Context: an optimization exercise on an open-source flow, tuned for small area and a short achievable clock period. The choices shown serve that exercise and are no tape-out recipe. Function was checked by simulation only, so behaviour that the tests miss may differ from the original. No activity file was given, so power comes from the tool's default toggle rates.

==> flow/design.v (outline; a module is shown in full before it is edited, if it fits) <==
// module csd_mult_bank: 1500 lines
module csd_mult_bank (
    input  wire logic        clk,
    input  wire logic        rst_n,
    input  wire logic [15:0] x,
    input  wire logic        x_valid,
    output logic      [31:0] y0,
    output logic      [31:0] y1,
    output logic      [31:0] y2,
    output logic      [31:0] y3,
    output logic             y_valid
);
  // ...
==> flow/flow/run.sh <==
#!/bin/bash
# The standard layout, with a small buffer (buf_2) on each port instead of the default
# port buffer cell. Each tool's output goes to its own log in this folder; ORFS keeps its
# per-step logs under orfs/logs.
set -euo pipefail
bash standard.sh 'BUFFER_PORTS_ARGS=-buffer_cell sky130_fd_sc_hd__buf_2' finish > make_finish.log 2>&1
==> flow/standard.sh <==
#!/bin/bash
# synth_recipe.tcl (not shown) runs the flow's synth.tcl, then flattens the netlist and writes it again
# the make line also repeats each setting of config.mk as NAME=value (left out here)
make -C /OpenROAD-flow-scripts/flow DESIGN_CONFIG=/design/flow/config.mk WORK_HOME=/design/flow/orfs CLKGATE_MAP_FILE= SYNTH_SCRIPT=/design/flow/synth_recipe.tcl "${@:-finish}"
==> flow/config.mk <==
export PLATFORM = sky130hd
export DESIGN_NAME = csd_mult_bank
export DESIGN_NICKNAME = csd_mult_bank
export VERILOG_FILES = /design/flow/design.v
export SDC_FILE = /design/flow/constraint.sdc
export NUM_CORES = 4
export LEC_CHECK = 0
export CAP_MARGIN = 20
export CORE_MARGIN = 2
export CORE_UTILIZATION = 40
export CTS_BUF_LIST = sky130_fd_sc_hd__clkbuf_8
export SETUP_SLACK_MARGIN = 2.4
export SLEW_MARGIN = 20
export TNS_END_PERCENT = 0
==> flow/constraint.sdc <==
create_clock -name core_clock -period 5.0 [get_ports {clk}]
set_input_delay 1.0000 -clock core_clock [delete_from_list [all_inputs] [get_ports {clk}]]
set_output_delay 1.0000 -clock core_clock [all_outputs]
set_load 0.01 [all_outputs]
==> results.ini, run 1 <==
[cts]
cts.clk_slew.worst_paths_ns=0.09
clock-sinks=149

[setup_path]
cp-startpoint=p63[4]
r2r_end=p3[22]
crit_cells=11
cp-start-kind=flop
r2r_setup_slack_ns=2.34

[floorplan]
rows=59
dieArea_sq_mm=0.02744
die_y_um=165.6

[sta]
max_freq_mhz=375.5
fin_skew_ns=0.01546
period_minus_slack_ns=2.663

[route]
drc=0
vias_per_cell=5.195

[global_routing]
grt_pass1_vias=7935
use_met1=0.2480

[synthesis]
synth_fp_nets=1277
synthDistinctLibCells=68
synth_top_cell_by_area=dfxtp_1
synth-seq-cells=149
synthMuxAreaShare=0.0009577
synth_edf_count=0

[power]
power_w=0.007017
pwr-share-clk=0.136
p_comb_w=0.00417
powerDensity_mw_per_mm2=566.6
p_sw_w=0.003095

[run_status]
status=no timing/DRC/antenna violations

[final_layout]
seq_share=0.2498
multi_input_cells=823

[hold_path]
holdCritPathClass=reg -> reg

==> run 2, diff against run 1 <==
--- a/flow/config.mk
+++ b/flow/config.mk
@@ -10,4 +10,5 @@
 export CORE_UTILIZATION = 40
 export CTS_BUF_LIST = sky130_fd_sc_hd__clkbuf_8
+export PLACE_DENSITY = 0.8
 export SETUP_SLACK_MARGIN = 2.4
 export SLEW_MARGIN = 20
==> results.ini, run 2 <==
[hold_path]
whs_endpoint=p2[4]  ; was p2[2]
holdCritPathClass=reg -> reg  ; unchanged
min_from=p5[4]  ; was p5[2]
whs_path_depth=0  ; unchanged

[floorplan]
num_io_pins=148  ; unchanged
die_y_um=165.6  ; unchanged
die_w_um=165.6  ; unchanged
core_sq_mm=0.02584  ; unchanged
dieArea_sq_mm=0.02744  ; unchanged
start_util=0.4045  ; unchanged
rows=59  ; unchanged

[synthesis]
avgSynthCellArea_sq_um=9.768  ; unchanged
synthDistinctLibCells=68  ; unchanged
synthTopCellsByArea=dfxtp_1, ha_1, fa_1, xnor2_1, a21oi_1  ; unchanged
synth_top_cell_by_area=dfxtp_1  ; unchanged
yosysTopAreaCellShare=0.2854  ; unchanged
ys_seq_area_frac=0.2854  ; unchanged
synth.most_common_cell=dfxtp_1  ; unchanged
synth-seq-cells=149  ; unchanged
ys_async_sr_fraction=0  ; unchanged
synth_commonest_cells=dfxtp_1, ha_1, a21oi_1, xnor2_1, fa_1  ; unchanged
synth_fp_nets=1277  ; unchanged
ys_warn_count=1  ; unchanged
syn_inst=1070  ; unchanged
syn_area_sq_mm=0.01045  ; unchanged
synth_ff_type=dfxtp_1  ; unchanged
synth_edf_count=0  ; unchanged

[cts]
clock-sinks=149  ; unchanged
cts_tree=built  ; unchanged
cts.clk_slew.worst_paths_ns=0.09  ; about the same
hold_buffers=0  ; unchanged
cts-buffers-inserted=17  ; unchanged
clock_latency_ns=0.46  ; was 0.48 ns
cts_root_buf=clkbuf_8  ; unchanged
clk_path_buf_depth=2  ; unchanged
htree_levels=4  ; unchanged

[setup_path]
cp_max_fo=5  ; was 6
r2r_end=p2[22]  ; was p3[22]
crit_top_cell=a21oi_2  ; was o31a_1
r2r_setup_slack_ns=2.30  ; was 2.34 ns
cpPeakStageDelay_ns=0.51  ; was 0.44 ns
endpoint_kind=flop  ; unchanged
path_cells=fa_1, ha_1, a21oi_2, nand2_1, o31ai_4, a21oi_2, or3b_1, and3_1  ; was buf_4, ha_1, inv_1, fa_1, nor2b_1, o31a_1, o31a_1, o21bai_4, o21ai_2, a41oi_2, xnor2_1
crit_slowest_cell=fa_1  ; was dfxtp_4
arrival_ns=3.05  ; was 3.04 ns
critical_path_class=reg -> reg  ; unchanged
cp-start-kind=flop  ; unchanged
r2r_start=n1[9]  ; was p63[4]
crit_family=adder cells  ; was compound AO/OA/AOI/OAI gates
reg2reg_depth=8  ; was 11
cp.required_ns=5.36  ; was 5.37 ns
crit_buf_inv=0  ; was 2

[run_status]
status=no timing/DRC/antenna violations  ; unchanged

[route]
vias=8483  ; was 8099
wl_met3_um=1947  ; was 1087 um
top_layer_used=met4  ; unchanged
first_pass_iters=6  ; was 5
drc=0  ; unchanged
routedWlPerCell_um=17.31  ; was 16.43 um
drt-total-wl_um=26980  ; was 25620 um
wirelength_met1_um=11110  ; was 11940 um
wl_met2_um=13110  ; was 12170 um
drt_iter0_drc=772  ; was 565
antenna_left=0  ; unchanged
vias_per_cell=5.441  ; was 5.195

[final_layout]
area_growth_pct=17.84  ; was 18.48%
stdcell_count=1559  ; unchanged
largest_reg_flops=26  ; unchanged
drive_gt1_frac=0.2606  ; was 0.2639
top_regs=p2 x26, p0 x25, p3 x25  ; unchanged
regMostFlops=p2  ; unchanged
antenna-diode-count=0  ; unchanged
nets=1419  ; was 1418
final_cell_mix=buf_2, ha_1, dfxtp_1  ; unchanged
final_common_cell=buf_2  ; unchanged

[sta]
max_freq_mhz=371.0  ; was 375.5 MHz
slew_viol_final=0  ; unchanged
period_minus_slack_ns=2.696  ; was 2.663 ns
grt_setup_unrepaired=yes  ; unchanged
finalSetupViolations=0  ; unchanged
setup_tns_ns=0  ; unchanged
layout_setup_ws_ns=2.304  ; was 2.337 ns
fin_skew_ns=0.01475  ; was 0.01546 ns
hold_viol=0  ; unchanged
min_period_over_period=0.5391  ; was 0.5327

[global_routing]
grt_start_max_net_pins=18  ; unchanged
grt_pass1_vias=8436  ; was 7935
grt_overflow=0  ; unchanged
grt_pass1_wl_um=42580  ; was 41140 um
track_usage=0.1917  ; was 0.1871
antenna_found_initial=1  ; was 0

[place]
pre_cts_ws_ns=1.850  ; was 1.816 ns
port_buffers=146  ; unchanged
place_hpwl_um=20490  ; was 19930 um
routabilityCongestion=0.9096  ; was 0.8908
dpl.cell_count=1509  ; unchanged

[power]
powerDensity_mw_per_mm2=572.5  ; was 566.6 mW/mm^2
power_w=0.007051  ; was 0.007017 W
vdd.ir_drop.worst_mv=0.3323  ; was 0.2747 mV
power.leakage_nw=5.407  ; was 5.420 nW

[flow_run]
maxCapViolations=0  ; unchanged

-- run 2: cell counts after synthesis --
Identical to the previous run, type by type.
-- run 2: how the worst max path moves through the flow --
stage                       from      to  slack [ns]  cells after the start
after global placement     n1[8]  p1[20]        1.93                      9
after floorplan            n1[8]  p1[20]        2.32                      9
after global routing      p63[2]  p2[22]        2.21                      9
final                      n1[9]  p2[22]        2.30                      8
after CTS                 p63[3]  p0[23]        2.31                     10
after detailed placement  p63[2]  p1[22]        1.85                      9
-- run 2: report_power, final --
group          switching, W  total (W)  leakage, nW  internal (W)
sequential         0.000254    0.00190         1.26       0.00164
combinational       0.00241    0.00426         3.96       0.00185
clock              0.000483   0.000892        0.188      0.000409
total               0.00314    0.00705         5.41       0.00391
-- run 2: per-layer routing --
layer,up-vias,track usage
li1,4042,-
met1,4040,0.2374
met5,-,0
met3,70,0.04134
met2,331,0.3271
met4,0,0.07259
-- run 2: kinds of logic (layout without fill, tap and decap cells) --
family                   after synthesis  in the layout  share of synthesized area
multiplexers                           1              1                  0.0009578
buffers and inverters                 98            252                    0.04681
AO/OA/AOI/OAI                        298            298                     0.1914
flip-flops                           149            149                     0.2854
AND/OR/NAND/NOR                      218            218                     0.1074
XOR/XNOR                             117            117                    0.09805
adder cells (fa/ha/maj)              188            188                     0.2696
other                                  1              1                  0.0003588
-- run 2: area by class of cell --
type	count	area (sq um)
clock inverter	13	123.9
multi-input combinational	823	7326
clock buffer	18	247.7
timing repair buffer	165	908.4
tap	335	419.2
sequential	149	3080
inverter	56	210.2
fill	2353	13520
-- run 2: metrics by stage --
stage                 util  hold WS [ns]  cell area [sq um]
floorplan                -        0.3761              10490
global placement    0.4397        0.4223              11360
detailed placement  0.4397        0.4294              11360
CTS                 0.4658        0.4157              12030
global route        0.4767        0.4184              12320
finish              0.4767        0.4169              12320
-- run 2: timing repair --
action	4_1_cts	5_1_grt
resized for setup	77	46
setup endpoints to repair	50	41
buffers inserted	9	10
pin swaps	12	16
==> run 3, diff against run 2 <==
--- a/flow/config.mk
+++ b/flow/config.mk
@@ -10,5 +10,6 @@
 export CORE_UTILIZATION = 40
 export CTS_BUF_LIST = sky130_fd_sc_hd__clkbuf_8
-export PLACE_DENSITY = 0.8
+export CTS_CLUSTER_DIAMETER = 100
+export CTS_CLUSTER_SIZE = 30
 export SETUP_SLACK_MARGIN = 2.4
 export SLEW_MARGIN = 20
==> results.ini, run 3 <==
[run_status]
status=no timing/DRC/antenna violations  ; unchanged

[global_routing]
antenna_found_initial=0  ; was 1
grt_overflow=0  ; unchanged
track_usage=0.1871  ; was 0.1917
grt_pass1_wl_um=41140  ; was 42580 um
grt_start_max_net_pins=18  ; unchanged
grt_pass1_vias=7935  ; was 8436

[final_layout]
nets=1418  ; was 1419
antenna-diode-count=0  ; unchanged
multi_input_area_sq_mm=0.007373  ; was 0.007326 sq mm
drive_gt1_frac=0.2639  ; was 0.2606
final_common_cell=buf_2  ; unchanged
regArea_sq_mm=0.003093  ; was 0.003080 sq mm
regMostFlops=p2  ; unchanged
stdcell_count=1559  ; unchanged
largest_reg_flops=26  ; unchanged
top_regs=p2 x26, p0 x25, p3 x25  ; unchanged
area_growth_pct=18.48  ; was 17.84%
final_cell_mix=buf_2, ha_1, dfxtp_1  ; unchanged
nFillCells=2461  ; was 2353

[synthesis]
ys_seq_area_frac=0.2854  ; unchanged
synthDistinctLibCells=68  ; unchanged
synth_edf_count=0  ; unchanged
synth_top_cell_by_area=dfxtp_1  ; unchanged
synth_commonest_cells=dfxtp_1, ha_1, a21oi_1, xnor2_1, fa_1  ; unchanged
avgSynthCellArea_sq_um=9.768  ; unchanged
syn_inst=1070  ; unchanged
synth.most_common_cell=dfxtp_1  ; unchanged
ys_async_sr_fraction=0  ; unchanged
synth_fp_nets=1277  ; unchanged
synthTopCellsByArea=dfxtp_1, ha_1, fa_1, xnor2_1, a21oi_1  ; unchanged
ys_warn_count=1  ; unchanged
yosysTopAreaCellShare=0.2854  ; unchanged
synth_ff_type=dfxtp_1  ; unchanged
synth-seq-cells=149  ; unchanged
syn_area_sq_mm=0.01045  ; unchanged

[route]
antenna_left=0  ; unchanged
routedWlPerCell_um=16.43  ; was 17.31 um
first_pass_iters=5  ; was 6
drt-total-wl_um=25620  ; was 26980 um
drt_iter0_drc=565  ; was 772
vias_per_cell=5.195  ; was 5.441
drc=0  ; unchanged
vias=8099  ; was 8483

[place]
place_hpwl_um=19930  ; was 20490 um
port_buffers=146  ; unchanged
routabilityCongestion=0.8908  ; was 0.9096
dpl.cell_count=1509  ; unchanged

[setup_path]
cpPeakStageDelay_ns=0.44  ; was 0.51 ns
arrival_ns=3.04  ; was 3.05 ns
cp_max_fo=6  ; was 5
crit_family=compound AO/OA/AOI/OAI gates  ; was adder cells
cp-start-kind=flop  ; unchanged
cp.required_ns=5.37  ; was 5.36 ns
r2r_setup_slack_ns=2.34  ; was 2.30 ns
endpoint_kind=flop  ; unchanged
crit_top_cell=o31a_1  ; was a21oi_2
critical_path_class=reg -> reg  ; unchanged
path_cells=buf_4, ha_1, inv_1, fa_1, nor2b_1, o31a_1, o31a_1, o21bai_4, o21ai_2, a41oi_2, xnor2_1  ; was fa_1, ha_1, a21oi_2, nand2_1, o31ai_4, a21oi_2, or3b_1, and3_1
crit_slowest_cell=dfxtp_4  ; was fa_1
crit_buf_inv=2  ; was 0

[floorplan]
die_y_um=165.6  ; unchanged
num_io_pins=148  ; unchanged
dieArea_sq_mm=0.02744  ; unchanged
rows=59  ; unchanged
core_sq_mm=0.02584  ; unchanged
die_w_um=165.6  ; unchanged
start_util=0.4045  ; unchanged

[power]
power.leakage_nw=5.420  ; was 5.407 nW
vdd.ir_drop.worst_mv=0.2747  ; was 0.3323 mV
power_w=0.007017  ; was 0.007051 W
powerDensity_mw_per_mm2=566.6  ; was 572.5 mW/mm^2

[cts]
cts-buffers-inserted=17  ; unchanged
clk_path_buf_depth=2  ; unchanged
cts.clk_slew.worst_paths_ns=0.09  ; about the same
cts_root_buf=clkbuf_8  ; unchanged
clock-sinks=149  ; unchanged
cts_tree=built  ; unchanged
clock_latency_ns=0.48  ; was 0.46 ns
htree_levels=4  ; unchanged

[sta]
grt_setup_unrepaired=yes  ; unchanged
max_freq_mhz=375.5  ; was 371.0 MHz
slew_viol_final=0  ; unchanged
hold_viol=0  ; unchanged
fin_skew_ns=0.01546  ; was 0.01475 ns
min_period_over_period=0.5327  ; was 0.5391
finalSetupViolations=0  ; unchanged
setup_tns_ns=0  ; unchanged
period_minus_slack_ns=2.663  ; was 2.696 ns

[hold_path]
holdCritPathClass=reg -> reg  ; unchanged

[flow_run]
maxCapViolations=0  ; unchanged

## run 3: cell counts after synthesis
No cell type changed its count.
## run 3: final cells by class
type / count / share of cell area
Clock inverter: 15 / 0.01314
Multi-Input combinational cell: 823 / 0.5954
Sequential cell: 149 / 0.2498
Clock buffer: 17 / 0.01889
Timing Repair Buffer: 164 / 0.07194
Inverter: 56 / 0.01697
Tap cell: 335 / 0.03385
## run 3: layer usage
metal / vias up / GRT usage / part of all wire
met5: - / 0 / 0
met4: 0 / 0.05595 / 0.016
met3: 29 / 0.03082 / 0.042
met2: 173 / 0.3141 / 0.48
met1: 3855 / 0.2480 / 0.47
li1: 4042 / - / -
## run 3: through the flow
step                  util  instance area [sq um]  setup WS (ns)  hold slack, ns
floorplan                -                  10490          2.317          0.3761
global placement    0.4397                  11360          1.903          0.4161
detailed placement  0.4397                  11360          1.816          0.4236
CTS                 0.4729                  12220          2.358          0.4158
global route        0.4793                  12380          2.225          0.4231
finish              0.4793                  12380          2.337          0.4159
## run 3: worst reg2reg max path: cells and delay by family, from the launching register on
| family | cells | cell delay, ns |
|---|---|---|
| AOI/OAI and AO/OA | 5 | 0.93 |
| adders and majority gates | 2 | 0.61 |
| DFF | 1 | 0.44 |
| buffers and inverters | 2 | 0.24 |
| and+or+nand+nor | 1 | 0.21 |
| xor gates and xnor gates | 1 | 0.14 |
## run 3: final timing paths
path | from | depth (start not counted) | endpoint
worst max register to register | p63[4] | 11 | p3[22]
worst min register to register | p5[2] | 0 | p2[2]
worst max-delay path | p63[4] | 11 | p3[22]
worst min-delay path | p5[2] | 0 | p2[2]
## run 3: cell families after synthesis
| logic type | Yosys count | synth area share |
|---|---|---|
| AO/OA/AOI/OAI | 298 | 0.1914 |
| XOR/XNOR | 117 | 0.09805 |
| adder cells (fa/ha/maj) | 188 | 0.2696 |
| buffers and inverters | 98 | 0.04681 |
| flip-flops | 149 | 0.2854 |
| multiplexers | 1 | 0.0009578 |
| other | 1 | 0.0003588 |
| AND/OR/NAND/NOR | 218 | 0.1074 |
## run 3: repair_timing
action                     CTS  global route
pin swaps                   15            16
hold buffers                 0             0
setup endpoints to repair   52            39
hold endpoints to repair     0             0
buffers inserted            14             4
resized for setup          100            30
## run 3: power breakdown
group          leakage (nW)  internal, W  switching [W]
clock                 0.206     0.000417       0.000534
combinational          3.95      0.00186        0.00231
sequential             1.26      0.00164       0.000251
total                  5.42      0.00392        0.00310
==> run 4, diff against run 3 <==
==> flow/flow/run.sh (replaced) <==
#!/bin/bash
# The standard layout, with a small buffer (buf_1) on each port instead of the default
# port buffer cell. Each tool's output goes to its own log in this folder; ORFS keeps its
# per-step logs under orfs/logs.
set -euo pipefail
bash standard.sh 'BUFFER_PORTS_ARGS=-buffer_cell sky130_fd_sc_hd__buf_1' finish > make_finish.log 2>&1
--- a/flow/config.mk
+++ b/flow/config.mk
@@ -10,7 +10,5 @@
 export CORE_UTILIZATION = 40
 export CTS_BUF_LIST = sky130_fd_sc_hd__clkbuf_8
-export CTS_CLUSTER_DIAMETER = 100
-export CTS_CLUSTER_SIZE = 30
-export SETUP_SLACK_MARGIN = 2.4
+export SETUP_SLACK_MARGIN = 2.2
 export SLEW_MARGIN = 20
 export TNS_END_PERCENT = 0
==> results.ini, run 4 <==
[route]
antenna_left=0  ; unchanged
routedWlPerCell_um=16.06  ; was 16.43 um
first_pass_iters=4  ; was 5
drt-total-wl_um=24770  ; was 25620 um
vias_per_cell=5.158  ; was 5.195
drt_iter0_drc=354  ; was 565
vias=7953  ; was 8099
drc=0  ; unchanged

[setup_path]
critical_path_class=reg -> reg  ; unchanged
cp.required_ns=5.35  ; was 5.37 ns
cp-start-kind=flop  ; unchanged
cp_max_fo=10  ; was 6
endpoint_kind=flop  ; unchanged
arrival_ns=3.19  ; was 3.04 ns

[place]
routabilityCongestion=0.8559  ; was 0.8908
place_hpwl_um=19700  ; was 19930 um
dpl.cell_count=1509  ; unchanged
port_buffers=146  ; unchanged

[final_layout]
final_common_cell=buf_1  ; was buf_2
regMostFlops=p2  ; unchanged
regArea_sq_mm=0.003044  ; was 0.003093 sq mm
final_cell_mix=buf_1, ha_1, dfxtp_1  ; was buf_2, ha_1, dfxtp_1
nets=1401  ; was 1418
top_regs=p2 x26, p0 x25, p3 x25  ; unchanged
antenna-diode-count=0  ; unchanged
largest_reg_flops=26  ; unchanged
drive_gt1_frac=0.08699  ; was 0.2639
area_growth_pct=11.46  ; was 18.48%
stdcell_count=1542  ; was 1559
multi_input_area_sq_mm=0.007042  ; was 0.007373 sq mm
nFillCells=2470  ; was 2461

[cts]
clk_path_buf_depth=2  ; unchanged
cts_tree=built  ; unchanged
cts_root_buf=clkbuf_8  ; unchanged
cts-buffers-inserted=17  ; unchanged
htree_levels=4  ; unchanged
clock-sinks=149  ; unchanged
hold_buffers=0  ; unchanged
clock_latency_ns=0.46  ; was 0.48 ns
cts.clk_slew.worst_paths_ns=0.08  ; was 0.09 ns

[global_routing]
track_usage=0.1838  ; was 0.1871
grt_overflow=0  ; unchanged
grt_pass1_wl_um=40400  ; was 41140 um
grt_pass1_vias=7935  ; unchanged
antenna_found_initial=0  ; unchanged
grt_start_max_net_pins=18  ; unchanged

[sta]
grt_setup_unrepaired=yes  ; unchanged
hold_viol=0  ; unchanged
min_period_over_period=0.5692  ; was 0.5327
slew_headroom=0.6363
finalSetupViolations=0  ; unchanged
setup_tns_ns=0  ; unchanged
fin_skew_ns=0.01080  ; was 0.01546 ns
slew_viol_final=0  ; unchanged
holdWs_ns=0.4402  ; was 0.4159 ns
max_freq_mhz=351.4  ; was 375.5 MHz
worst_slew_pin_slew_ns=0.5406
period_minus_slack_ns=2.846  ; was 2.663 ns

[synthesis]
synth_ff_type=dfxtp_1  ; unchanged
ys_seq_area_frac=0.2854  ; unchanged
syn_inst=1070  ; unchanged
synthDistinctLibCells=68  ; unchanged
synth_commonest_cells=dfxtp_1, ha_1, a21oi_1, xnor2_1, fa_1  ; unchanged
syn_area_sq_mm=0.01045  ; unchanged
yosysTopAreaCellShare=0.2854  ; unchanged
synth_top_cell_by_area=dfxtp_1  ; unchanged
synth.most_common_cell=dfxtp_1  ; unchanged
synth-seq-cells=149  ; unchanged
synthTopCellsByArea=dfxtp_1, ha_1, fa_1, xnor2_1, a21oi_1  ; unchanged
ys_warn_count=1  ; unchanged
synth_fp_nets=1277  ; unchanged
synth_edf_count=0  ; unchanged
ys_async_sr_fraction=0  ; unchanged
avgSynthCellArea_sq_um=9.768  ; unchanged

[floorplan]
die_y_um=165.6  ; unchanged
rows=59  ; unchanged
start_util=0.4045  ; unchanged
die_w_um=165.6  ; unchanged
core_sq_mm=0.02584  ; unchanged
num_io_pins=148  ; unchanged
dieArea_sq_mm=0.02744  ; unchanged

[power]
vdd.ir_drop.worst_mv=0.2764  ; was 0.2747 mV
p_int_w=0.003573  ; was 0.003921 W
power.share.sequential=0.292  ; was 0.270
p_sw_w=0.002945  ; was 0.003095 W
powerDensity_mw_per_mm2=559.5  ; was 566.6 mW/mm^2
swShare=0.4518  ; was 0.4412
share_comb_of_total_power=0.573  ; was 0.594
power.leakage_nw=4.901  ; was 5.420 nW
pwr-share-clk=0.135  ; was 0.136

[hold_path]
holdCritPathClass=reg -> reg  ; unchanged

[run_status]
status=no timing/DRC/antenna violations  ; unchanged

[flow_run]
maxCapViolations=0  ; unchanged

## run 4: power groups by stage
stage / Sequential [W] / Clock [W] / Combinational (W)
finish: 0.00191 / 0.000879 / 0.00373
floorplan: 0.00204 / 0 / 0.00261
global route: 0.00196 / 0.000968 / 0.00416
detailed placement: 0.00194 / 0 / 0.00366
global placement: 0.00194 / 0 / 0.00362
CTS: 0.00192 / 0.000916 / 0.00369
## run 4: per-layer routing
metal | vias up | share of wire | GRT usage
met4 | 0 | 0.020 | 0.06389
met5 | - | 0 | 0
met3 | 29 | 0.041 | 0.03680
met1 | 3746 | 0.47 | 0.2331
li1 | 4007 | - | -
met2 | 171 | 0.47 | 0.3117
## run 4: cell type report
| type | instances | share of cell area |
|---|---|---|
| clock buffers | 19 | 0.02245 |
| well taps | 335 | 0.03598 |
| flip-flops and latches | 149 | 0.2613 |
| multi-input cells | 823 | 0.6045 |
| clock inverters | 13 | 0.009560 |
| inverters | 56 | 0.01805 |
| repair buffers | 147 | 0.04812 |
## run 4: final timing paths
kind	from	endpoint	slack, ns	cells after the start
setup / recovery	p63[5]	p1[20]	2.15	9
hold / removal	p5[2]	p2[2]	0.44	0
hold reg to reg	p5[2]	p2[2]	0.44	0
setup reg to reg	p63[5]	p1[20]	2.15	9
## run 4: stage by stage
stage	setup WS, ns	util	instance area (sq um)	power [W]
2_1_floorplan	2.207	-	10450	0.004652
3_3_place_gp	1.583	0.4311	11140	0.005559
3_5_place_dp	1.501	0.4311	11140	0.005601
4_1_cts	2.165	0.4484	11590	0.006527
5_1_grt	2.025	0.4508	11650	0.007092
6_report	2.154	0.4508	11650	0.006517
## run 4: cell families (layout without fill, tap and decap cells)
logic type               count (synthesis)  in the layout  share of synthesized area
multiplexers                             1              1                  0.0009578
AO/OA/AOI/OAI                          298            298                     0.1914
AND/OR/NAND/NOR                        218            218                     0.1074
flip-flops                             149            149                     0.2854
adder cells (fa/ha/maj)                188            188                     0.2696
other                                    1              1                  0.0003588
XOR/XNOR                               117            117                    0.09805
buffers and inverters                   98            235                    0.04681
## run 4: timing repair
item / in CTS / in global routing
endpoints found under the setup margin: 47 / 38
buffers inserted: 0 / 1
resized for setup: 37 / 19
pin swaps: 1 / 1
## run 4: worst max-delay path: stages (launching register included)
cell and delay (ns):
dfxtp_4 0.48, fa_1 0.45, ha_1 0.33, a21oi_1 0.27, nand2_1 0.12, o211ai_1 0.23, a21boi_1 0.16, a221oi_2 0.39
o21ai_0 0.17, xnor2_1 0.14
==> run 5, diff against run 4 <==
--- a/flow/config.mk
+++ b/flow/config.mk
@@ -10,5 +10,5 @@
 export CORE_UTILIZATION = 40
 export CTS_BUF_LIST = sky130_fd_sc_hd__clkbuf_8
-export SETUP_SLACK_MARGIN = 2.2
+export SETUP_SLACK_MARGIN = 2.4
 export SLEW_MARGIN = 20
 export TNS_END_PERCENT = 0
==> results.ini, run 5 <==
[sta]
period_minus_slack_ns=2.683  ; was 2.846 ns
slew_viol_final=0  ; unchanged
max_freq_mhz=372.7  ; was 351.4 MHz
min_period_over_period=0.5367  ; was 0.5692
setup_tns_ns=0  ; unchanged
holdWs_ns=0.4209  ; was 0.4402 ns
grt_setup_unrepaired=yes  ; unchanged
finalSetupViolations=0  ; unchanged
hold_viol=0  ; unchanged
fin_skew_ns=0.01391  ; was 0.01080 ns
layout_setup_ws_ns=2.317  ; was 2.154 ns

[floorplan]
dieArea_sq_mm=0.02744  ; unchanged
die_y_um=165.6  ; unchanged
start_util=0.4045  ; unchanged
num_io_pins=148  ; unchanged
rows=59  ; unchanged
die_w_um=165.6  ; unchanged
core_sq_mm=0.02584  ; unchanged

[final_layout]
nets=1426  ; was 1401
area_growth_pct=17.85  ; was 11.46%
antenna-diode-count=0  ; unchanged
final_common_cell=buf_1  ; unchanged
top_regs=p2 x26, p0 x25, p3 x25  ; unchanged
final_cell_mix=buf_1, ha_1, dfxtp_1  ; unchanged
drive_gt1_frac=0.1705  ; was 0.08699
regMostFlops=p2  ; unchanged
largest_reg_flops=26  ; unchanged

[setup_path]
critical_path_class=reg -> reg  ; unchanged
endpoint_kind=flop  ; unchanged
cp_max_fo=3  ; was 10
reg2reg_depth=9  ; unchanged
arrival_ns=3.04  ; was 3.19 ns
cp-start-kind=flop  ; unchanged
cp.required_ns=5.36  ; was 5.35 ns

[global_routing]
grt_overflow=0  ; unchanged
antenna_found_initial=0  ; unchanged
grt_pass1_vias=7962  ; was 7935
grt_pass1_wl_um=40650  ; was 40400 um
track_usage=0.1849  ; was 0.1838
grt_start_max_net_pins=18  ; unchanged

[hold_path]
holdCritPathClass=reg -> reg  ; unchanged
whs_path_depth=0  ; unchanged

[synthesis]
synthDistinctLibCells=68  ; unchanged
synth_top_cell_by_area=dfxtp_1  ; unchanged
ys_warn_count=1  ; unchanged
syn_area_sq_mm=0.01045  ; unchanged
synth_commonest_cells=dfxtp_1, ha_1, a21oi_1, xnor2_1, fa_1  ; unchanged
synth.most_common_cell=dfxtp_1  ; unchanged
synthTopCellsByArea=dfxtp_1, ha_1, fa_1, xnor2_1, a21oi_1  ; unchanged
synth_edf_count=0  ; unchanged
synth_ff_type=dfxtp_1  ; unchanged
yosysTopAreaCellShare=0.2854  ; unchanged
syn_inst=1070  ; unchanged
synth-seq-cells=149  ; unchanged
ys_async_sr_fraction=0  ; unchanged
avgSynthCellArea_sq_um=9.768  ; unchanged
ys_seq_area_frac=0.2854  ; unchanged
synth_fp_nets=1277  ; unchanged

[flow_run]
maxCapViolations=0  ; unchanged

[power]
power.leakage_nw=5.092  ; was 4.901 nW
share_comb_of_total_power=0.602  ; was 0.573
swShare=0.4485  ; was 0.4518
power.share.sequential=0.273  ; was 0.292
vdd.ir_drop.worst_mv=0.2921  ; was 0.2764 mV
p_int_w=0.003842  ; was 0.003573 W
p_sw_w=0.003124  ; was 0.002945 W
powerDensity_mw_per_mm2=565.5  ; was 559.5 mW/mm^2
pwr-share-clk=0.125  ; was 0.135

[cts]
cts-buffers-inserted=17  ; unchanged
cts.clk_slew.worst_paths_ns=0.10  ; was 0.08 ns
clk_path_buf_depth=2  ; unchanged
cts_tree=built  ; unchanged
clock-sinks=149  ; unchanged
cts_root_buf=clkbuf_8  ; unchanged
clock_latency_ns=0.47  ; was 0.46 ns
htree_levels=4  ; unchanged

[place]
pre_cts_ws_ns=1.737  ; was 1.501 ns
routabilityCongestion=0.9144  ; was 0.8559
port_buffers=146  ; unchanged
place_hpwl_um=19720  ; was 19700 um

[route]
drt_iter0_drc=482  ; was 354
antenna_left=0  ; unchanged
first_pass_iters=7  ; was 4
vias=8135  ; was 7953
drt-total-wl_um=25540  ; was 24770 um
vias_per_cell=5.191  ; was 5.158
routedWlPerCell_um=16.30  ; was 16.06 um
drc=0  ; unchanged

[run_status]
status=no timing/DRC/antenna violations  ; unchanged

-- run 5: changes by cell type in the layout (fill, tap and decap cells not counted), moves of 8 or more --
cell | before | now
dfxtp_2 | 16 | 24
a21oi_1 | 91 | 80
ha_1 | 124 | 107
dfxtp_1 | 122 | 107
ha_4 | 1 | 16
buf_4 | 1 | 25
a21oi_2 | 4 | 14
-- run 5: final timing paths --
path / endpoint / slack [ns] / from
worst max-delay path: p2[22] / 2.32 / p5[9]
worst min-delay path: p2[4] / 0.42 / p5[4]
worst max register to register: p2[22] / 2.32 / p5[9]
worst min register to register: p2[4] / 0.42 / p5[4]
-- run 5: final cells by class --
cell class                 instances  area, sq um
clock buffer                      18        247.7
clock inverter                    14        118.9
fill                            2483        13520
inverter                          56        210.2
multi-input combinational        823         7468
sequential                       149         3080
tap                              335        419.2
timing repair buffer             172        772.0
-- run 5: power by group through the flow --
stage	logic, W	registers [W]	clock network (W)
5_1_grt	0.00461	0.00196	0.000958
6_report	0.00419	0.00190	0.000871
3_5_place_dp	0.00366	0.00194	0
2_1_floorplan	0.00262	0.00204	0
4_1_cts	0.00403	0.00192	0.000903
3_3_place_gp	0.00364	0.00194	0
-- run 5: per-layer routing --
layer  track usage  up-vias  part of all wire
li1              -     4052                 -
met3       0.03274       28             0.043
met1        0.2402     3866              0.46
met2        0.3143      189              0.48
met4       0.05595        0             0.015
met5             0        -                 0
-- run 5: stage by stage --
stage / power (W) / utilization / cells / area (sq um)
floorplan: 0.004656 / - / 1070 / 10490
global placement: 0.005571 / 0.4326 / 1509 / 11180
detailed placement: 0.005602 / 0.4326 / 1509 / 11180
CTS: 0.006847 / 0.4678 / 1558 / 12090
global route: 0.007527 / 0.4767 / 1567 / 12320
finish: 0.006965 / 0.4767 / 1567 / 12320
-- run 5: critical path, stage by stage (launching register included) --
cell	delay (ns)
dfxtp_4	0.38
buf_4	0.14
fa_1	0.45
ha_1	0.32
o21ai_1	0.13
a21oi_2	0.14
o31ai_4	0.35
a21oi_2	0.14
or3b_1	0.35
and3_1	0.17
-- run 5: logic make-up (layout without fill, tap and decap cells) --
logic type      after synthesis  count (layout)  share of synthesized area
flops                       149             149                     0.2854
xor+xnor                    117             117                    0.09805
fa+ha+maj                   188             188                     0.2696
other cells                   1               1                  0.0003588
mux                           1               1                  0.0009578
buf+inv                      98             260                    0.04681
compound gates              298             298                     0.1914
simple gates                218             218                     0.1074
-- run 5: timing repair --
item	CTS	global route
pin swaps	23	21
hold buffers	0	0
setup endpoints to repair	59	41
hold endpoints to repair	0	0
setup buffers	17	9
gates resized for setup	121	36
==> run 6, diff against run 5 <==
==> flow/flow/run.sh (replaced) <==
#!/bin/bash
# The standard layout, with a small buffer (buf_2) on each port instead of the default
# port buffer cell. Each tool's output goes to its own log in this folder; ORFS keeps its
# per-step logs under orfs/logs.
set -euo pipefail
bash standard.sh 'BUFFER_PORTS_ARGS=-buffer_cell sky130_fd_sc_hd__buf_2' 'SETUP_MOVE_SEQUENCE=unbuffer,sizeup,swap,buffer' finish > make_finish.log 2>&1
==> results.ini, run 6 <==
[run_status]
status=no timing/DRC/antenna violations  ; unchanged

[setup_path]
endpoint_kind=flop  ; unchanged
cp_max_fo=5  ; was 3
cp-start-kind=flop  ; unchanged
critical_path_class=reg -> reg  ; unchanged
arrival_ns=3.02  ; was 3.04 ns
cp.required_ns=5.37  ; was 5.36 ns

[sta]
grt_setup_unrepaired=yes  ; unchanged
min_period_over_period=0.5297  ; was 0.5367
slew_viol_final=0  ; unchanged
setup_tns_ns=0  ; unchanged
max_freq_mhz=377.6  ; was 372.7 MHz
hold_viol=0  ; unchanged
fin_skew_ns=0.01419  ; was 0.01391 ns
period_minus_slack_ns=2.649  ; was 2.683 ns
layout_setup_ws_ns=2.351  ; was 2.317 ns
finalSetupViolations=0  ; unchanged

[route]
routedWlPerCell_um=16.36  ; was 16.30 um
drc=0  ; unchanged
first_pass_iters=5  ; was 7
vias_per_cell=5.185  ; was 5.191
drt_iter0_drc=512  ; was 482
antenna_left=0  ; unchanged
vias=8109  ; was 8135
drt-total-wl_um=25580  ; was 25540 um

[final_layout]
final_common_cell=buf_2  ; was buf_1
antenna-diode-count=0  ; unchanged
nets=1423  ; was 1426
area_growth_pct=19.33  ; was 17.85%
top_regs=p2 x26, p0 x25, p3 x25  ; unchanged
stdcell_count=1564  ; was 1567
drive_gt1_frac=0.2742  ; was 0.1705
final_cell_mix=buf_2, ha_1, dfxtp_1  ; was buf_1, ha_1, dfxtp_1
regMostFlops=p2  ; unchanged
nFillCells=2460  ; was 2483
largest_reg_flops=26  ; unchanged

[place]
port_buffers=146  ; unchanged
pre_cts_ws_ns=1.816  ; was 1.737 ns
dpl.cell_count=1509  ; unchanged
place_hpwl_um=19930  ; was 19720 um
routabilityCongestion=0.8908  ; was 0.9144

[synthesis]
synth_commonest_cells=dfxtp_1, ha_1, a21oi_1, xnor2_1, fa_1  ; unchanged
syn_inst=1070  ; unchanged
ys_async_sr_fraction=0  ; unchanged
syn_area_sq_mm=0.01045  ; unchanged
ys_seq_area_frac=0.2854  ; unchanged
synthDistinctLibCells=68  ; unchanged
synth.most_common_cell=dfxtp_1  ; unchanged
yosysTopAreaCellShare=0.2854  ; unchanged
synth_fp_nets=1277  ; unchanged
synthTopCellsByArea=dfxtp_1, ha_1, fa_1, xnor2_1, a21oi_1  ; unchanged
synth_top_cell_by_area=dfxtp_1  ; unchanged
synth-seq-cells=149  ; unchanged
synth_edf_count=0  ; unchanged
avgSynthCellArea_sq_um=9.768  ; unchanged
synth_ff_type=dfxtp_1  ; unchanged
ys_warn_count=1  ; unchanged

[global_routing]
grt_pass1_vias=7939  ; was 7962
grt_overflow=0  ; unchanged
grt_pass1_wl_um=41090  ; was 40650 um
grt_start_max_net_pins=18  ; unchanged
track_usage=0.1867  ; was 0.1849
antenna_found_initial=0  ; unchanged

[cts]
clk_path_buf_depth=2  ; unchanged
cts-buffers-inserted=17  ; unchanged
htree_levels=4  ; unchanged
clock-sinks=149  ; unchanged
cts.clk_slew.worst_paths_ns=0.09  ; was 0.10 ns
hold_buffers=0  ; unchanged
cts_tree=built  ; unchanged
cts_root_buf=clkbuf_8  ; unchanged
clock_latency_ns=0.47  ; about the same

[floorplan]
num_io_pins=148  ; unchanged
rows=59  ; unchanged
dieArea_sq_mm=0.02744  ; unchanged
core_sq_mm=0.02584  ; unchanged
die_w_um=165.6  ; unchanged
start_util=0.4045  ; unchanged
die_y_um=165.6  ; unchanged

[power]
powerDensity_mw_per_mm2=565.9  ; was 565.5 mW/mm^2
power.leakage_nw=5.454  ; was 5.092 nW
vdd.ir_drop.worst_mv=0.2758  ; was 0.2921 mV

[hold_path]
holdCritPathClass=reg -> reg  ; unchanged

[flow_run]
maxCapViolations=0  ; unchanged

[run 6: through the flow]
step / area, sq um / power, W / hold WS, ns / utilization
after global placement: 11360 / 0.005685 / 0.4161 / 0.4397
after floorplan: 10490 / 0.004656 / 0.3761 / -
after detailed placement: 11360 / 0.005708 / 0.4236 / 0.4397
final: 12470 / 0.007058 / 0.4151 / 0.4827
after global routing: 12470 / 0.007616 / 0.4196 / 0.4827
after CTS: 12220 / 0.006945 / 0.4158 / 0.4729
[run 6: cell families after synthesis]
| group | Yosys count | synth area share |
|---|---|---|
| adder cells (fa/ha/maj) | 188 | 0.2696 |
| other | 1 | 0.0003588 |
| AND/OR/NAND/NOR | 218 | 0.1074 |
| AO/OA/AOI/OAI | 298 | 0.1914 |
| flip-flops | 149 | 0.2854 |
| buffers and inverters | 98 | 0.04681 |
| multiplexers | 1 | 0.0009578 |
| XOR/XNOR | 117 | 0.09805 |
[run 6: worst max-delay path: stages (launching register included)]
cell     delay [ns]
dfxtp_2        0.44
fa_1           0.44
ha_1           0.37
a21oi_2        0.22
nand2_1        0.12
o31ai_4        0.29
a21oi_2        0.14
or3b_1         0.36
and3_1         0.17
[run 6: cell type report]
cell class / count / area [sq um] / share of cell area
Multi-Input combinational cell: 823 / 7416 / 0.5946
Sequential cell: 149 / 3095 / 0.2482
Timing Repair Buffer: 169 / 930.9 / 0.07464
Tap cell: 335 / 419.2 / 0.03361
Clock buffer: 17 / 234.0 / 0.01876
Inverter: 56 / 214.0 / 0.01715
Clock inverter: 15 / 162.7 / 0.01304
[run 6: final timing paths]
path              slack (ns)   from     end  cells after the start
setup / recovery        2.35  p5[7]  p2[22]                      8
hold / removal          0.42  p5[2]   p2[2]                      0
setup reg to reg        2.35  p5[7]  p2[22]                      8
hold reg to reg         0.42  p5[2]   p2[2]                      0
[run 6: report_power, final]
| group | internal (W) | total (W) | switching (W) |
|---|---|---|---|
| logic | 0.00189 | 0.00421 | 0.00232 |
| registers | 0.00164 | 0.00190 | 0.000252 |
| clock network | 0.000418 | 0.000951 | 0.000533 |
| total | 0.00395 | 0.00706 | 0.00311 |
[run 6: timing repair]
item / 4_1_cts / 5_1_grt
buffers inserted: 13 / 10
gates resized for setup: 101 / 40
endpoints found under the setup margin: 52 / 38
pin swaps: 15 / 23
[run 6: routing by layer]
layer,up-vias,track usage,part of all wire
met5,-,0,0
met4,0,0.05595,0.017
met3,28,0.03082,0.040
met2,165,0.3143,0.48
met1,3860,0.2467,0.46
li1,4056,-,-
==> run 7, diff against run 6 <==
==> flow/flow/run.sh (replaced) <==
#!/bin/bash
# The standard layout, with a small buffer (buf_2) on each port instead of the default
# port buffer cell. Each tool's output goes to its own log in this folder; ORFS keeps its
# per-step logs under orfs/logs.
set -euo pipefail
bash standard.sh 'BUFFER_PORTS_ARGS=-buffer_cell sky130_fd_sc_hd__buf_2' 'SKIP_GATE_CLONING=1' finish > make_finish.log 2>&1
==> results.ini, run 7 <==
[setup_path]
endpoint_kind=flop  ; unchanged
crit_top_cell=o31a_1  ; was a21oi_2
crit_slowest_cell=dfxtp_4  ; was dfxtp_2
r2r_start=p63[4]  ; was p5[7]
crit_buf_inv=2  ; was 0
arrival_ns=3.04  ; was 3.02 ns
path_cells=buf_4, ha_1, inv_1, fa_1, nor2b_1, o31a_1, o31a_1, o21bai_4, o21ai_2, a41oi_2, xnor2_1  ; was fa_1, ha_1, a21oi_2, nand2_1, o31ai_4, a21oi_2, or3b_1, and3_1
cp-start-kind=flop  ; unchanged
cp-startpoint=p63[4]  ; was p5[7]
r2r_setup_slack_ns=2.34  ; was 2.35 ns
cpPeakStageDelay_ns=0.44  ; about the same
critical_path_class=reg -> reg  ; unchanged
cp.required_ns=5.37  ; about the same
cp_max_fo=6  ; was 5
crit_family=compound AO/OA/AOI/OAI gates  ; was adder cells

[cts]
clk_path_buf_depth=2  ; unchanged
cts-buffers-inserted=17  ; unchanged
cts_root_buf=clkbuf_8  ; unchanged
clock-sinks=149  ; unchanged
htree_levels=4  ; unchanged
cts.clk_slew.worst_paths_ns=0.09  ; about the same
clock_latency_ns=0.48  ; was 0.47 ns
cts_tree=built  ; unchanged

[synthesis]
ys_seq_area_frac=0.2854  ; unchanged
ys_async_sr_fraction=0  ; unchanged
synth-seq-cells=149  ; unchanged
syn_area_sq_mm=0.01045  ; unchanged
synth_commonest_cells=dfxtp_1, ha_1, a21oi_1, xnor2_1, fa_1  ; unchanged
synth.most_common_cell=dfxtp_1  ; unchanged
syn_inst=1070  ; unchanged
synth_edf_count=0  ; unchanged
synthDistinctLibCells=68  ; unchanged
synth_ff_type=dfxtp_1  ; unchanged
synth_fp_nets=1277  ; unchanged
synth_top_cell_by_area=dfxtp_1  ; unchanged
yosysTopAreaCellShare=0.2854  ; unchanged
avgSynthCellArea_sq_um=9.768  ; unchanged
synthTopCellsByArea=dfxtp_1, ha_1, fa_1, xnor2_1, a21oi_1  ; unchanged
ys_warn_count=1  ; unchanged

[final_layout]
antenna-diode-count=0  ; unchanged
area_growth_pct=18.48  ; was 19.33%
final_util=0.4793  ; was 0.4827
final_common_cell=buf_2  ; unchanged
largest_reg_flops=26  ; unchanged
stdcell_count=1559  ; was 1564
nets=1418  ; was 1423
regMostFlops=p2  ; unchanged
drive_gt1_frac=0.2639  ; was 0.2742
final_cell_mix=buf_2, ha_1, dfxtp_1  ; unchanged
top_regs=p2 x26, p0 x25, p3 x25  ; unchanged

[power]
powerDensity_mw_per_mm2=566.6  ; was 565.9 mW/mm^2
share_comb_of_total_power=0.594  ; was 0.597
swShare=0.4412  ; was 0.4402
p_int_w=0.003921  ; was 0.003951 W
power.leakage_nw=5.420  ; was 5.454 nW
power_w=0.007017  ; was 0.007058 W
vdd.ir_drop.worst_mv=0.2747  ; was 0.2758 mV
power.share.sequential=0.270  ; was 0.269
p_sw_w=0.003095  ; was 0.003107 W
pwr-share-clk=0.136  ; was 0.135

[sta]
finalSetupViolations=0  ; unchanged
max_freq_mhz=375.5  ; was 377.6 MHz
period_minus_slack_ns=2.663  ; was 2.649 ns
setup_tns_ns=0  ; unchanged
layout_setup_ws_ns=2.337  ; was 2.351 ns
slew_viol_final=0  ; unchanged
hold_viol=0  ; unchanged
grt_setup_unrepaired=yes  ; unchanged
fin_skew_ns=0.01546  ; was 0.01419 ns
min_period_over_period=0.5327  ; was 0.5297

[route]
vias=8099  ; was 8109
wl_met2_um=12170  ; was 12240 um
drt-total-wl_um=25620  ; was 25580 um
antenna_left=0  ; unchanged
vias_per_cell=5.195  ; was 5.185
wirelength_met1_um=11940  ; was 11880 um
drc=0  ; unchanged
first_pass_iters=5  ; unchanged
top_layer_used=met4  ; unchanged
wl_met3_um=1087  ; was 1012 um
drt_iter0_drc=565  ; was 512
routedWlPerCell_um=16.43  ; was 16.36 um

[global_routing]
grt_pass1_vias=7935  ; was 7939
antenna_found_initial=0  ; unchanged
grt_overflow=0  ; unchanged
track_usage=0.1871  ; was 0.1867
grt_pass1_wl_um=41140  ; was 41090 um
grt_start_max_net_pins=18  ; unchanged

[place]
place_hpwl_um=19930  ; unchanged
pre_cts_ws_ns=1.816  ; unchanged
routabilityCongestion=0.8908  ; unchanged
port_buffers=146  ; unchanged
dpl.cell_count=1509  ; unchanged

[hold_path]
min_from=p5[2]  ; unchanged
holdCritPathClass=reg -> reg  ; unchanged

[run_status]
status=no timing/DRC/antenna violations  ; unchanged

[floorplan]
rows=59  ; unchanged
start_util=0.4045  ; unchanged
die_w_um=165.6  ; unchanged
die_y_um=165.6  ; unchanged
dieArea_sq_mm=0.02744  ; unchanged
num_io_pins=148  ; unchanged
core_sq_mm=0.02584  ; unchanged

[flow_run]
maxCapViolations=0  ; unchanged

run 7: cell counts after synthesis:
Identical to the previous run, type by type.
run 7: area by class of cell:
type	instances	area, sq um
clock buffers	17	234.0
fillers	2461	13450
repair buffers	164	890.9
clock inverters	15	162.7
flip-flops and latches	149	3093
well taps	335	419.2
multi-input cells	823	7373
inverters	56	210.2
run 7: worst reg2reg max path, cell delays in order (launching register included):
cell	delay [ns]
dfxtp_4	0.44
buf_4	0.18
ha_1	0.20
inv_1	0.06
fa_1	0.41
nor2b_1	0.21
o31a_1	0.20
o31a_1	0.23
o21bai_4	0.13
o21ai_2	0.22
a41oi_2	0.15
xnor2_1	0.14
run 7: what timing repair did:
action	4_1_cts	5_1_grt
resized for setup	100	30
buffers inserted	14	4
hold endpoints to repair	0	0
hold buffers	0	0
pin swaps	15	16
endpoints found under the setup margin	52	39
run 7: stage by stage:
step | hold WS (ns) | area (sq um)
after detailed placement | 0.4236 | 11360
after global routing | 0.4231 | 12380
after floorplan | 0.3761 | 10490
final | 0.4159 | 12380
after CTS | 0.4158 | 12220
after global placement | 0.4161 | 11360
run 7: logic make-up (layout without fill, tap and decap cells):
family	count (synthesis)	in the layout	share of synthesized area
xor+xnor	117	117	0.09805
fa+ha+maj	188	188	0.2696
compound gates	298	298	0.1914
buf+inv	98	252	0.04681
simple gates	218	218	0.1074
flops	149	149	0.2854
other cells	1	1	0.0003588
mux	1	1	0.0009578
run 7: worst paths after layout:
path                 end  cells after the start
setup / recovery  p3[22]                     11
hold / removal     p2[2]                      0
setup reg to reg  p3[22]                     11
hold reg to reg    p2[2]                      0
run 7: power groups by stage:
stage	Sequential, W	Combinational [W]	Clock, W
6_report	0.00190	0.00417	0.000951
4_1_cts	0.00191	0.00406	0.000981
2_1_floorplan	0.00204	0.00262	0
5_1_grt	0.00195	0.00459	0.00103
3_3_place_gp	0.00193	0.00376	0
3_5_place_dp	0.00193	0.00378	0
run 7: per-layer routing:
| layer | up-vias | track usage |
|---|---|---|
| met4 | 0 | 0.05595 |
| met1 | 3855 | 0.2480 |
| li1 | 4042 | - |
| met2 | 173 | 0.3141 |
| met3 | 29 | 0.03082 |
| met5 | - | 0 |
==> run 8, diff against run 7 <==
==> flow/flow/run.sh (replaced) <==
#!/bin/bash
# The standard layout, with a small buffer (buf_2) on each port instead of the default
# port buffer cell, and power recovery (downsizing of cells off the critical paths) after
# global routing. Each tool's output goes to its own log in this folder; ORFS keeps its
# per-step logs under orfs/logs.
set -euo pipefail
bash standard.sh 'BUFFER_PORTS_ARGS=-buffer_cell sky130_fd_sc_hd__buf_2' 'RECOVER_POWER=100' finish > make_finish.log 2>&1
==> results.ini, run 8 <==
[synthesis]
synth.most_common_cell=dfxtp_1  ; unchanged
synth_commonest_cells=dfxtp_1, ha_1, a21oi_1, xnor2_1, fa_1  ; unchanged
synth-adder-area-share=0.2696  ; unchanged
ys_warn_count=1  ; unchanged
synth_edf_count=0  ; unchanged
synthDistinctLibCells=68  ; unchanged
synth_compound_area_frac=0.1914  ; unchanged
ys_async_sr_fraction=0  ; unchanged
synthMuxAreaShare=0.0009577  ; unchanged
synth-seq-cells=149  ; unchanged
synth_top_family_by_area=adder cells  ; unchanged
synth_top_cell_by_area=dfxtp_1  ; unchanged
synth-xor-area-share=0.09805  ; unchanged
yosysTopAreaCellShare=0.2854  ; unchanged
synthTopCellsByArea=dfxtp_1, ha_1, fa_1, xnor2_1, a21oi_1  ; unchanged
synth-simple-area-share=0.1074  ; unchanged
synth_fp_nets=1277  ; unchanged
syn_area_sq_mm=0.01045  ; unchanged
synth_ff_type=dfxtp_1  ; unchanged
ys_seq_area_frac=0.2854  ; unchanged
avgSynthCellArea_sq_um=9.768  ; unchanged
syn_inst=1070  ; unchanged

[floorplan]
rows=59  ; unchanged
die_w_um=165.6  ; unchanged
dieArea_sq_mm=0.02744  ; unchanged
num_io_pins=148  ; unchanged
core_sq_mm=0.02584  ; unchanged
start_util=0.4045  ; unchanged
die_y_um=165.6  ; unchanged

[hold_path]
holdCritPathClass=reg -> reg  ; unchanged
whs_path_depth=1  ; was 0
whs_endpoint=v[1]  ; was p2[2]
min_from=v[0]  ; was p5[2]

[power]
powerDensity_mw_per_mm2=566.8  ; was 566.6 mW/mm^2
p_int_w=0.003720  ; was 0.003921 W
power.leakage_nw=4.996  ; was 5.420 nW
vdd.ir_drop.worst_mv=0.2596  ; was 0.2747 mV
power.share.sequential=0.283  ; was 0.270
swShare=0.4479  ; was 0.4412
pwr-share-clk=0.141  ; was 0.136
share_comb_of_total_power=0.576  ; was 0.594
p_sw_w=0.003018  ; was 0.003095 W
power_w=0.006737  ; was 0.007017 W

[sta]
worst_slew_pin_slew_ns=0.7906
grt_setup_unrepaired=yes  ; unchanged
min_period_over_period=0.6494  ; was 0.5327
finalSetupViolations=0  ; unchanged
period_minus_slack_ns=3.247  ; was 2.663 ns
slew_headroom=0.4663
max_freq_mhz=308.0  ; was 375.5 MHz
setup_tns_ns=0  ; unchanged
hold_viol=0  ; unchanged
slew_viol_final=0  ; unchanged
fin_skew_ns=0.01444  ; was 0.01546 ns

[setup_path]
crit_cells=11  ; unchanged
critical_path_class=reg -> reg  ; unchanged
r2r_setup_slack_ns=1.75  ; was 2.34 ns
cp_max_fo=6  ; unchanged
endpoint_kind=flop  ; unchanged
r2r_start=p63[3]  ; was p63[4]
crit_buf_inv=2  ; unchanged
reg2reg_depth=11  ; unchanged
r2r_end=p1[22]  ; was p3[22]
path_cells=clkbuf_1, ha_1, inv_1, fa_1, nand2b_1, a211oi_1, o211ai_1, a21boi_0, a221oi_1, o21ai_0, xnor2_1  ; was buf_4, ha_1, inv_1, fa_1, nor2b_1, o31a_1, o31a_1, o21bai_4, o21ai_2, a41oi_2, xnor2_1
cp-start-kind=flop  ; unchanged
cp.required_ns=5.40  ; was 5.37 ns
crit_family=compound AO/OA/AOI/OAI gates  ; unchanged
arrival_ns=3.65  ; was 3.04 ns
crit_slowest_cell=dfxtp_1  ; was dfxtp_4
cpPeakStageDelay_ns=0.61  ; was 0.44 ns

[final_layout]
antenna-diode-count=0  ; unchanged
top_regs=p2 x26, p0 x25, p3 x25  ; unchanged
area_growth_pct=13.73  ; was 18.48%
regMostFlops=p2  ; unchanged
final_cell_mix=clkbuf_1, dfxtp_1, ha_1  ; was buf_2, ha_1, dfxtp_1
drive_gt1_frac=0.1127  ; was 0.2639
final_common_cell=clkbuf_1  ; was buf_2
stdcell_count=1559  ; unchanged
largest_reg_flops=26  ; unchanged
nets=1418  ; unchanged
final_cell_area_sq_mm=0.01189  ; was 0.01238 sq mm
final_util=0.4600  ; was 0.4793
nFillCells=2574  ; was 2461

[place]
dpl.cell_count=1509  ; unchanged
place_hpwl_um=19930  ; unchanged
place_area_sq_mm=0.01136  ; unchanged
port_buffers=146  ; unchanged
routabilityCongestion=0.8908  ; unchanged

[global_routing]
grt_start_max_net_pins=18  ; unchanged
track_usage=0.1871  ; unchanged
grt_pass1_vias=7935  ; unchanged
grt_overflow=0  ; unchanged
grt_pass1_wl_um=41140  ; unchanged
antenna_found_initial=0  ; unchanged

[route]
drt_iter0_drc=559  ; was 565
first_pass_iters=5  ; unchanged
vias_per_cell=5.194  ; was 5.195
drc=0  ; unchanged
antenna_left=0  ; unchanged
vias=8098  ; was 8099
routedWlPerCell_um=16.48  ; was 16.43 um
drt-total-wl_um=25690  ; was 25620 um

[cts]
cts_tree=built  ; unchanged
htree_levels=4  ; unchanged
cts.clk_slew.worst_paths_ns=0.10  ; was 0.09 ns
cts_root_buf=clkbuf_8  ; unchanged
clk_path_buf_depth=2  ; unchanged
cts-buffers-inserted=17  ; unchanged
clock-sinks=149  ; unchanged
clock_latency_ns=0.47  ; was 0.48 ns
hold_buffers=0  ; unchanged

[run_status]
status=no timing/DRC/antenna violations  ; unchanged

[flow_run]
maxCapViolations=0  ; unchanged

## run 8: cell counts after synthesis
No cell type changed its count.
## run 8: repair_timing
item	in CTS	in global routing
setup buffers	14	4
pin swaps	15	16
setup endpoints to repair	52	39
gates resized for setup	100	30
cloned	0	0
## run 8: cell families after synthesis
group                    Yosys count
AO/OA/AOI/OAI                    298
XOR/XNOR                         117
adder cells (fa/ha/maj)          188
buffers and inverters             98
flip-flops                       149
multiplexers                       1
other                              1
AND/OR/NAND/NOR                  218
## run 8: worst max path at each step
stage,from,end,slack (ns)
2_1_floorplan,n1[8],p1[20],2.32
6_report,p63[3],p1[22],1.75
5_1_grt,p63[2],p1[22],1.54
3_3_place_gp,n1[8],p1[20],1.90
4_1_cts,n1[6],p2[22],2.36
3_5_place_dp,p63[3],p1[22],1.82
## run 8: stage by stage
stage	hold WS [ns]	setup WS, ns
floorplan	0.3761	2.317
global placement	0.4161	1.903
detailed placement	0.4236	1.816
CTS	0.4158	2.358
global route	0.4623	1.543
finish	0.4412	1.753
## run 8: power groups by stage
stage / combinational, W / sequential, W / clock, W
6_report: 0.00388 / 0.00191 / 0.000949
5_1_grt: 0.00430 / 0.00197 / 0.00103
4_1_cts: 0.00406 / 0.00191 / 0.000981
3_5_place_dp: 0.00378 / 0.00193 / 0
3_3_place_gp: 0.00376 / 0.00193 / 0
2_1_floorplan: 0.00262 / 0.00204 / 0
## run 8: layout make-up
class                   count  area (sq um)  share of cell area
multi-input cells         823          7084              0.5960
flip-flops and latches    149          3073              0.2585
repair buffers            164         703.2             0.05916
well taps                 335         419.2             0.03526
clock buffers              17         234.0             0.01968
inverters                  56         210.2             0.01768
clock inverters            15         162.7             0.01368
## run 8: per-layer routing
metal / vias to the layer above / global-route usage / routed length (um)
li1: 4037 / - / -
met1: 3850 / 0.2480 / 11910
met2: 183 / 0.3141 / 12160
met3: 28 / 0.03082 / 1207
met4: 0 / 0.05595 / 417
met5: - / 0 / 0

-- re-timing with driven ports --
How much do the figures lean on ideal ports? The routed layouts below were timed once more, with nothing changed but the port constraints.
Step 1: set_driving_cell puts a clkbuf_16 on clk and a buf_2 on each other input, an assumption about the parent block.
Step 2 moves the port delays by t, midway between the first and last clock arrival at a register: inputs arrive t later, outputs are due t later. That takes back most of the time a late clock gives input paths.
Three values: no drivers, after step 1, after step 2; two values: the first two.
run	shift t [ns]	setup slack, ns	worst data-port slew with drivers (ns)
run 1	0.512	2.337 / 2.337 / 1.919	0.03
run 2	0.499	2.304 / 2.304 / 1.929	0.04
run 3	0.512	2.337 / 2.337 / 1.919	0.03
run 4	0.492	2.154 / 2.154 / 1.744	0.05
run 5	0.504	2.317 / 2.317 / 1.902	0.04
run 6	0.504	2.351 / 2.351 / 1.911	0.03
run 7	0.512	2.337 / 2.337 / 1.919	0.03
run 8	0.500	1.753 / 1.753 / 1.477	0.04
After both steps setup and hold are still met in every run listed. For run 6, which loses most, drivers alone change the setup slack by 0.000 ns; drivers and shift together by -0.440 ns.
